This design comes from an exercise in tuning for small area and a short achievable clock period on the open sky130 flow, not from production work.
RTL that was checked went through simulation tests only; none was proved equivalent to the original.

==> inputs of run B <==
==> flow/design.v (excerpt) <==
module ray_issue_arbiter #(
  parameter int unsigned H_DISP      = 1280,
  parameter int unsigned V_DISP      = 720,
  parameter int unsigned W           = 16,
  parameter int unsigned CNT_W       = 5,
  parameter int unsigned ADDR_W      = 20,
  parameter int unsigned SCALE_SHIFT = 7,
  parameter int unsigned INFL_W      = 12
) (
  input  logic                clk,
  input  logic                rst,
  input  logic                frame_start,
  output logic                frame_busy,
  output logic                frame_done,
  input  logic [3*W-1:0]      cam_pos,
  input  logic [3*W-1:0]      vp_origin,
  input  logic [3*W-1:0]      vp_u,
  input  logic [3*W-1:0]      vp_v,
  input  logic                rec_valid,
  output logic                rec_ready,
  input  logic [3*W-1:0]      rec_pos,
  input  logic [3*W-1:0]      rec_slope,
  input  logic [CNT_W-1:0]    rec_cnt,
  input  logic [ADDR_W-1:0]   rec_addr,
  input  logic                retire,
  output logic                out_valid,
  input  logic                out_ready,
  output logic [3*W-1:0]      out_pos,
  output logic [3*W-1:0]      out_slope,
  output logic [CNT_W-1:0]    out_cnt,
  output logic [ADDR_W-1:0]   out_addr
);
  localparam int unsigned XW = (H_DISP > 1) ? $clog2(H_DISP) : 1;
  localparam int unsigned AW = W + SCALE_SHIFT;    
  localparam int unsigned VW = 3 * W;
  localparam int unsigned V3 = AW - 3;
  localparam int unsigned LAST_ADDR = H_DISP * V_DISP - 1;
  typedef enum logic [1:0] {
    IDLE  = 2'd0,
    SCAN  = 2'd1,
    DRAIN = 2'd2
  } state_t;
  state_t              state_q, state_d;
  logic                done_c;
  logic [2:0]          xb_q;      
  logic [ADDR_W-1:0]   pix_addr_q;
  logic [INFL_W-1:0]   inflight_q;
  logic                infl_full_q, infl_zero_q;    
  logic [VW-1:0]       cam_q;
  logic                first_q, rs_q;    
  logic                out_vn_q;          
  logic                scan_ok_c;         
  ...
export LEC_CHECK = 0
export CAP_MARGIN = 20
export CORE_MARGIN = 2
export CORE_UTILIZATION = 40
export CTS_BUF_LIST = sky130_fd_sc_hd__clkbuf_4
export SETUP_SLACK_MARGIN = 5
export SLEW_MARGIN = 20
export SYNTH_HIERARCHICAL = 1
export SYNTH_MINIMUM_KEEP_SIZE = 0
create_clock -name core_clock -period 10.0 [get_ports {clk}]
standard.sh (not shown) runs the stock make flow with config.mk's settings and CLKGATE_MAP_FILE= SYNTH_SCRIPT=/design/flow/synth_recipe.tcl, a recipe that flattens the netlist after the stock synthesis.
==> flow/flow/run.sh <==
#!/bin/bash
set -euo pipefail
bash standard.sh BUFFER_PORTS_ARGS="-buffer_cell sky130_fd_sc_hd__buf_1" SETUP_SLACK_MARGIN=5.6 CTS_ARGS="-sink_clustering_enable -repair_clock_nets -buf_list sky130_fd_sc_hd__clkbuf_4 -dont_use_dummy_load -sink_clustering_size 10 -sink_clustering_max_diameter 35" finish > flow_make.log 2>&1
==> run Z (differences from run B) <==
--- a/flow/design.v
+++ b/flow/design.v
@@ -45,22 +45,20 @@
   logic [2:0]          xb_q;      
   logic [ADDR_W-1:0]   pix_addr_q;
   logic [INFL_W-1:0]   inflight_q;
   logic                infl_full_q, infl_zero_q;    
   logic [VW-1:0]       cam_q;
   logic                first_q, rs_q;    
   logic                out_vn_q;          
-  logic                scan_ok_c;         
   logic                load_c, issue_c, start_c, row_end_c, last_px_c, retire_eff_c;
   logic [VW-1:0]       new_slope_c;
   assign load_c       = out_vn_q || out_ready;
   assign rec_ready    = !out_valid || out_ready;
   assign start_c      = (state_q == IDLE) && frame_start;
-  assign scan_ok_c    = (state_q == SCAN) && !infl_full_q;
-  assign issue_c      = load_c && !rec_valid && scan_ok_c;
+  assign issue_c      = load_c && !rec_valid && (state_q == SCAN) && !infl_full_q;
   assign row_end_c    = (&pix_addr_q[7:0]) && (xb_q == 3'd4);
   assign last_px_c    = (pix_addr_q == ADDR_W'(LAST_ADDR));
   assign retire_eff_c = retire && !infl_zero_q;
   for (genvar c = 0; c < 3; c++) begin : g_axis
     logic [W-1:0]  u_q, v_q;
     logic [AW-1:0] acc_q, row_q, op_a, op_b, sum;
     logic [W-1:0]  org_w, uf, vf;
@@ -216,30 +214,30 @@
     assign init_c[21] = fc152;
     assign init_s[22] = fs155;
     assign init_c[22] = fc154;
     assign op_a = acc_q;
     assign op_b = first_q ? row_q : rs_q ? ~(AW'($signed(v_q))) : AW'($signed(u_q));
     assign sum  = op_a + op_b + AW'(rs_q);
     always_ff @(posedge clk) begin
-      if (start_l) begin
+      if (start_c) begin
         u_q <= vp_u[c*W +: W];
         v_q <= vp_v[c*W +: W];
       end
     end
     logic [AW-1:0] acc_d, row_d;
-    logic          start_l, acc_sum, acc_row, acc_hold, row_sum, row_hold;
-    ray_acc_ctl u_ctl (
-      .out_vn(out_vn_q), .out_ready(out_ready), .rec_valid(rec_valid), .scan_ok(scan_ok_c),
-      .idle(state_q == IDLE), .frame_start(frame_start), .row_end(row_end_c),
-      .row_first(rs_q || first_q), .start(start_l), .acc_sum(acc_sum), .acc_row(acc_row),
-      .acc_hold(acc_hold), .row_sum(row_sum), .row_hold(row_hold));
+    logic          acc_sum, acc_row, acc_hold, row_sum, row_hold;
+    assign acc_sum  = issue_c && !row_end_c;
+    assign acc_row  = issue_c && row_end_c;
+    assign acc_hold = !(start_c || issue_c);
+    assign row_sum  = issue_c && (rs_q || first_q);
+    assign row_hold = !(start_c || row_sum);
     for (genvar i = 0; i < AW; i++) begin : g_bit
-      ray_sel4 u_acc (.sa(start_l), .a(init_s[i]), .sb(acc_sum), .b(sum[i]),
+      ray_sel4 u_acc (.sa(start_c), .a(init_s[i]), .sb(acc_sum), .b(sum[i]),
                       .sc(acc_row), .c(row_q[i]), .sh(acc_hold), .h(acc_q[i]), .y(acc_d[i]));
-      ray_sel3 u_row (.sa(start_l), .a(init_c[i]), .sb(row_sum), .b(sum[i]),
+      ray_sel3 u_row (.sa(start_c), .a(init_c[i]), .sb(row_sum), .b(sum[i]),
                       .sh(row_hold), .h(row_q[i]), .y(row_d[i]));
     end
     always_ff @(posedge clk) begin
       acc_q <= acc_d;
       row_q <= row_d;
     end
     assign new_slope_c[c*W +: W] = sum[AW-1 -: W];
@@ -319,36 +317,34 @@
       endcase
     end
   end
   always_ff @(posedge clk or negedge rst) begin
     if (!rst)        out_vn_q <= 1'b1;
     else if (load_c) out_vn_q <= !(rec_valid || issue_c);
   end
-  logic [2:0]        sel_rec, sel_prim, sel_hold;
+  logic out_sel_rec, out_sel_prim, out_sel_hold;
   logic [VW-1:0]     out_pos_d, out_slope_d;
   logic [CNT_W-1:0]  out_cnt_d;
   logic [ADDR_W-1:0] out_addr_d;
-  for (genvar g = 0; g < 3; g++) begin : g_out_ctl
-    ray_out_ctl u_ctl (.out_vn(out_vn_q), .out_ready(out_ready), .rec_valid(rec_valid),
-                       .scan_ok(scan_ok_c), .sel_rec(sel_rec[g]), .sel_prim(sel_prim[g]),
-                       .sel_hold(sel_hold[g]));
-  end
+  assign out_sel_rec  = load_c && rec_valid;
+  assign out_sel_prim = issue_c;
+  assign out_sel_hold = !(out_sel_rec || out_sel_prim);
   for (genvar i = 0; i < VW; i++) begin : g_out_v
-    ray_sel3 u_pos (.sa(sel_rec[0]), .a(rec_pos[i]), .sb(sel_prim[0]), .b(cam_q[i]),
-                    .sh(sel_hold[0]), .h(out_pos[i]), .y(out_pos_d[i]));
-    ray_sel3 u_slope (.sa(sel_rec[1]), .a(rec_slope[i]), .sb(sel_prim[1]), .b(new_slope_c[i]),
-                      .sh(sel_hold[1]), .h(out_slope[i]), .y(out_slope_d[i]));
+    ray_sel3 u_pos (.sa(out_sel_rec), .a(rec_pos[i]), .sb(out_sel_prim), .b(cam_q[i]),
+                    .sh(out_sel_hold), .h(out_pos[i]), .y(out_pos_d[i]));
+    ray_sel3 u_slope (.sa(out_sel_rec), .a(rec_slope[i]), .sb(out_sel_prim), .b(new_slope_c[i]),
+                      .sh(out_sel_hold), .h(out_slope[i]), .y(out_slope_d[i]));
   end
   for (genvar i = 0; i < CNT_W; i++) begin : g_out_c
-    ray_sel2 u_cnt (.sa(sel_rec[2]), .a(rec_cnt[i]), .sh(sel_hold[2]), .h(out_cnt[i]),
+    ray_sel2 u_cnt (.sa(out_sel_rec), .a(rec_cnt[i]), .sh(out_sel_hold), .h(out_cnt[i]),
                     .y(out_cnt_d[i]));
   end
   for (genvar i = 0; i < ADDR_W; i++) begin : g_out_a
-    ray_sel3 u_addr (.sa(sel_rec[2]), .a(rec_addr[i]), .sb(sel_prim[2]), .b(pix_addr_q[i]),
-                     .sh(sel_hold[2]), .h(out_addr[i]), .y(out_addr_d[i]));
+    ray_sel3 u_addr (.sa(out_sel_rec), .a(rec_addr[i]), .sb(out_sel_prim), .b(pix_addr_q[i]),
+                     .sh(out_sel_hold), .h(out_addr[i]), .y(out_addr_d[i]));
   end
   always_ff @(posedge clk or negedge rst) begin
     if (!rst) begin
       out_valid <= 1'b0;
       out_pos   <= '0;
       out_slope <= '0;
       out_cnt   <= '0;
@@ -401,47 +397,7 @@
   input  logic a,
   input  logic sh,
   input  logic h,
   output logic y
 );
   assign y = (sa & a) | (sh & h);
 endmodule
-module ray_out_ctl (
-  input  logic out_vn,       
-  input  logic out_ready,
-  input  logic rec_valid,
-  input  logic scan_ok,      
-  output logic sel_rec,
-  output logic sel_prim,
-  output logic sel_hold
-);
-  logic load;
-  assign load     = out_vn | out_ready;
-  assign sel_rec  = load & rec_valid;
-  assign sel_prim = load & !rec_valid & scan_ok;
-  assign sel_hold = !(sel_rec | sel_prim);
-endmodule
-module ray_acc_ctl (
-  input  logic out_vn,       
-  input  logic out_ready,
-  input  logic rec_valid,
-  input  logic scan_ok,      
-  input  logic idle,
-  input  logic frame_start,
-  input  logic row_end,      
-  input  logic row_first,    
-  output logic start,
-  output logic acc_sum,
-  output logic acc_row,
-  output logic acc_hold,
-  output logic row_sum,
-  output logic row_hold
-);
-  logic issue;
-  assign issue    = (out_vn | out_ready) & !rec_valid & scan_ok;
-  assign start    = idle & frame_start;
-  assign acc_sum  = issue & !row_end;
-  assign acc_row  = issue & row_end;
-  assign acc_hold = !(start | issue);
-  assign row_sum  = issue & row_first;
-  assign row_hold = !(start | row_sum);
-endmodule
==> flow/flow/run.sh (replaced) <==
#!/bin/bash
set -euo pipefail
bash standard.sh BUFFER_PORTS_ARGS="-buffer_cell sky130_fd_sc_hd__buf_1" SETUP_SLACK_MARGIN=5.6 CTS_ARGS="-sink_clustering_enable -repair_clock_nets -buf_list sky130_fd_sc_hd__clkbuf_4 -dont_use_dummy_load -sink_clustering_size 12 -sink_clustering_max_diameter 40" finish > flow_make.log 2>&1
==> run A (differences from run B) <==
--- a/flow/design.v
+++ b/flow/design.v
@@ -45,22 +45,20 @@
   logic [2:0]          xb_q;      
   logic [ADDR_W-1:0]   pix_addr_q;
   logic [INFL_W-1:0]   inflight_q;
   logic                infl_full_q, infl_zero_q;    
   logic [VW-1:0]       cam_q;
   logic                first_q, rs_q;    
   logic                out_vn_q;          
-  logic                scan_ok_c;         
   logic                load_c, issue_c, start_c, row_end_c, last_px_c, retire_eff_c;
   logic [VW-1:0]       new_slope_c;
   assign load_c       = out_vn_q || out_ready;
   assign rec_ready    = !out_valid || out_ready;
   assign start_c      = (state_q == IDLE) && frame_start;
-  assign scan_ok_c    = (state_q == SCAN) && !infl_full_q;
-  assign issue_c      = load_c && !rec_valid && scan_ok_c;
+  assign issue_c      = load_c && !rec_valid && (state_q == SCAN) && !infl_full_q;
   assign row_end_c    = (&pix_addr_q[7:0]) && (xb_q == 3'd4);
   assign last_px_c    = (pix_addr_q == ADDR_W'(LAST_ADDR));
   assign retire_eff_c = retire && !infl_zero_q;
   for (genvar c = 0; c < 3; c++) begin : g_axis
     logic [W-1:0]  u_q, v_q;
     logic [AW-1:0] acc_q, row_q, op_a, op_b, sum;
     logic [W-1:0]  org_w, uf, vf;
@@ -212,34 +210,33 @@
     assign init_c[19] = fc148;
     assign init_s[20] = fs151;
     assign init_c[20] = fc150;
     assign init_s[21] = fs153;
     assign init_c[21] = fc152;
     assign init_s[22] = fs155;
     assign init_c[22] = fc154;
-    assign op_a = acc_q;
+    assign op_a = rs_q ? row_q : acc_q;
     assign op_b = first_q ? row_q : rs_q ? ~(AW'($signed(v_q))) : AW'($signed(u_q));
     assign sum  = op_a + op_b + AW'(rs_q);
     always_ff @(posedge clk) begin
-      if (start_l) begin
+      if (start_c) begin
         u_q <= vp_u[c*W +: W];
         v_q <= vp_v[c*W +: W];
       end
     end
     logic [AW-1:0] acc_d, row_d;
-    logic          start_l, acc_sum, acc_row, acc_hold, row_sum, row_hold;
-    ray_acc_ctl u_ctl (
-      .out_vn(out_vn_q), .out_ready(out_ready), .rec_valid(rec_valid), .scan_ok(scan_ok_c),
-      .idle(state_q == IDLE), .frame_start(frame_start), .row_end(row_end_c),
-      .row_first(rs_q || first_q), .start(start_l), .acc_sum(acc_sum), .acc_row(acc_row),
-      .acc_hold(acc_hold), .row_sum(row_sum), .row_hold(row_hold));
+    logic          acc_sum, acc_hold, row_sum, row_hold;
+    assign acc_sum  = issue_c;
+    assign acc_hold = !(start_c || issue_c);
+    assign row_sum  = issue_c && (rs_q || first_q);
+    assign row_hold = !(start_c || row_sum);
     for (genvar i = 0; i < AW; i++) begin : g_bit
-      ray_sel4 u_acc (.sa(start_l), .a(init_s[i]), .sb(acc_sum), .b(sum[i]),
-                      .sc(acc_row), .c(row_q[i]), .sh(acc_hold), .h(acc_q[i]), .y(acc_d[i]));
-      ray_sel3 u_row (.sa(start_l), .a(init_c[i]), .sb(row_sum), .b(sum[i]),
+      ray_sel3 u_acc (.sa(start_c), .a(init_s[i]), .sb(acc_sum), .b(sum[i]),
+                      .sh(acc_hold), .h(acc_q[i]), .y(acc_d[i]));
+      ray_sel3 u_row (.sa(start_c), .a(init_c[i]), .sb(row_sum), .b(sum[i]),
                       .sh(row_hold), .h(row_q[i]), .y(row_d[i]));
     end
     always_ff @(posedge clk) begin
       acc_q <= acc_d;
       row_q <= row_d;
     end
     assign new_slope_c[c*W +: W] = sum[AW-1 -: W];
@@ -319,36 +316,34 @@
       endcase
     end
   end
   always_ff @(posedge clk or negedge rst) begin
     if (!rst)        out_vn_q <= 1'b1;
     else if (load_c) out_vn_q <= !(rec_valid || issue_c);
   end
-  logic [2:0]        sel_rec, sel_prim, sel_hold;
+  logic out_sel_rec, out_sel_prim, out_sel_hold;
   logic [VW-1:0]     out_pos_d, out_slope_d;
   logic [CNT_W-1:0]  out_cnt_d;
   logic [ADDR_W-1:0] out_addr_d;
-  for (genvar g = 0; g < 3; g++) begin : g_out_ctl
-    ray_out_ctl u_ctl (.out_vn(out_vn_q), .out_ready(out_ready), .rec_valid(rec_valid),
-                       .scan_ok(scan_ok_c), .sel_rec(sel_rec[g]), .sel_prim(sel_prim[g]),
-                       .sel_hold(sel_hold[g]));
-  end
+  assign out_sel_rec  = load_c && rec_valid;
+  assign out_sel_prim = issue_c;
+  assign out_sel_hold = !(out_sel_rec || out_sel_prim);
   for (genvar i = 0; i < VW; i++) begin : g_out_v
-    ray_sel3 u_pos (.sa(sel_rec[0]), .a(rec_pos[i]), .sb(sel_prim[0]), .b(cam_q[i]),
-                    .sh(sel_hold[0]), .h(out_pos[i]), .y(out_pos_d[i]));
-    ray_sel3 u_slope (.sa(sel_rec[1]), .a(rec_slope[i]), .sb(sel_prim[1]), .b(new_slope_c[i]),
-                      .sh(sel_hold[1]), .h(out_slope[i]), .y(out_slope_d[i]));
+    ray_sel3 u_pos (.sa(out_sel_rec), .a(rec_pos[i]), .sb(out_sel_prim), .b(cam_q[i]),
+                    .sh(out_sel_hold), .h(out_pos[i]), .y(out_pos_d[i]));
+    ray_sel3 u_slope (.sa(out_sel_rec), .a(rec_slope[i]), .sb(out_sel_prim), .b(new_slope_c[i]),
+                      .sh(out_sel_hold), .h(out_slope[i]), .y(out_slope_d[i]));
   end
   for (genvar i = 0; i < CNT_W; i++) begin : g_out_c
-    ray_sel2 u_cnt (.sa(sel_rec[2]), .a(rec_cnt[i]), .sh(sel_hold[2]), .h(out_cnt[i]),
+    ray_sel2 u_cnt (.sa(out_sel_rec), .a(rec_cnt[i]), .sh(out_sel_hold), .h(out_cnt[i]),
                     .y(out_cnt_d[i]));
   end
   for (genvar i = 0; i < ADDR_W; i++) begin : g_out_a
-    ray_sel3 u_addr (.sa(sel_rec[2]), .a(rec_addr[i]), .sb(sel_prim[2]), .b(pix_addr_q[i]),
-                     .sh(sel_hold[2]), .h(out_addr[i]), .y(out_addr_d[i]));
+    ray_sel3 u_addr (.sa(out_sel_rec), .a(rec_addr[i]), .sb(out_sel_prim), .b(pix_addr_q[i]),
+                     .sh(out_sel_hold), .h(out_addr[i]), .y(out_addr_d[i]));
   end
   always_ff @(posedge clk or negedge rst) begin
     if (!rst) begin
       out_valid <= 1'b0;
       out_pos   <= '0;
       out_slope <= '0;
       out_cnt   <= '0;
@@ -379,69 +374,16 @@
   input  logic b,
   input  logic sh,
   input  logic h,
   output logic y
 );
   assign y = (sa & a) | (sb & b) | (sh & h);
 endmodule
-module ray_sel4 (
-  input  logic sa,
-  input  logic a,
-  input  logic sb,
-  input  logic b,
-  input  logic sc,
-  input  logic c,
-  input  logic sh,
-  input  logic h,
-  output logic y
-);
-  assign y = (sa & a) | (sb & b) | (sc & c) | (sh & h);
-endmodule
 module ray_sel2 (
   input  logic sa,
   input  logic a,
   input  logic sh,
   input  logic h,
   output logic y
 );
   assign y = (sa & a) | (sh & h);
 endmodule
-module ray_out_ctl (
-  input  logic out_vn,       
-  input  logic out_ready,
-  input  logic rec_valid,
-  input  logic scan_ok,      
-  output logic sel_rec,
-  output logic sel_prim,
-  output logic sel_hold
-);
-  logic load;
-  assign load     = out_vn | out_ready;
-  assign sel_rec  = load & rec_valid;
-  assign sel_prim = load & !rec_valid & scan_ok;
-  assign sel_hold = !(sel_rec | sel_prim);
-endmodule
-module ray_acc_ctl (
-  input  logic out_vn,       
-  input  logic out_ready,
-  input  logic rec_valid,
-  input  logic scan_ok,      
-  input  logic idle,
-  input  logic frame_start,
-  input  logic row_end,      
-  input  logic row_first,    
-  output logic start,
-  output logic acc_sum,
-  output logic acc_row,
-  output logic acc_hold,
-  output logic row_sum,
-  output logic row_hold
-);
-  logic issue;
-  assign issue    = (out_vn | out_ready) & !rec_valid & scan_ok;
-  assign start    = idle & frame_start;
-  assign acc_sum  = issue & !row_end;
-  assign acc_row  = issue & row_end;
-  assign acc_hold = !(start | issue);
-  assign row_sum  = issue & row_first;
-  assign row_hold = !(start | row_sum);
-endmodule
==> run notes <==
M1 WL 32100 um; DP Cell Count 3642; multi-input logic portion of the cell area 45.2%; slowest CP cell buf_12; initial antenna violation count 12; outcome complete, no violations; total core area 0.0641 mm2; Tap Cells 855
That was run B.
==> run notes <==
Tap Cells 837; startpoint types input port; multi-input logic portion of the cell area 44.2%; initial antenna violation count 12; M1 WL 31600 um; slowest CP cell nand2b_1; grt total ovfl 0; total core area 0.0618 mm2; metal3 WL 6570 um; worst setup path endpoint rec_ready; outcome complete, no violations
That was run Z.
==> run notes <==
outcome complete, no violations; DP Cell Count 3541; initial antenna violation count 8; total core area 0.0633 mm2; Tap Cells 846; area grow syn2layout 14.8%; slowest CP cell nand2b_4; # fillers 5999; Arrival @ worst endpoint 2.36 ns; M1 WL 30700 um
That was run A.
No functional check of the RTL was part of run B and run A.

what the ideal ports hide:
No port has a modelled driver above. Below, the same layouts with a new extraction and two added sets of constraints. Step 1 (the two cells are an assumption about what drives the block):
set clk [get_ports {clk}]
set_driving_cell -lib_cell sky130_fd_sc_hd__clkbuf_16 $clk
set_driving_cell -lib_cell sky130_fd_sc_hd__buf_2 [delete_from_list [all_inputs] $clk]
Step 2 adds t to the input delays and takes it off the output delays; t is the mean of the earliest and latest rising clock arrival at the registers after step 1. Input paths then give back, and output paths get back, about the clock's delay inside the block. Three values: ideal ports, drivers, drivers and shift; two values: the first two.
| run | t (ns) | setup slack, ns | hold WS [ns] | worst slew at a driven data input, ns |
|---|---|---|---|---|
| run B | 0.902 | 5.623 / 5.578 / 4.930 | 0.401 / 0.401 / 0.401 | 0.13 |
| run Z | 0.890 | 5.628 / 5.602 / 4.923 | 0.393 / 0.393 / 0.393 | 0.18 |
| run A | 0.891 | 5.644 / 5.614 / 4.786 | 0.437 / 0.437 / 0.437 | 0.09 |
After both steps setup and hold are still met in every run listed. For run A, which loses most, drivers alone change the setup slack by -0.030 ns; drivers and shift together by -0.858 ns.
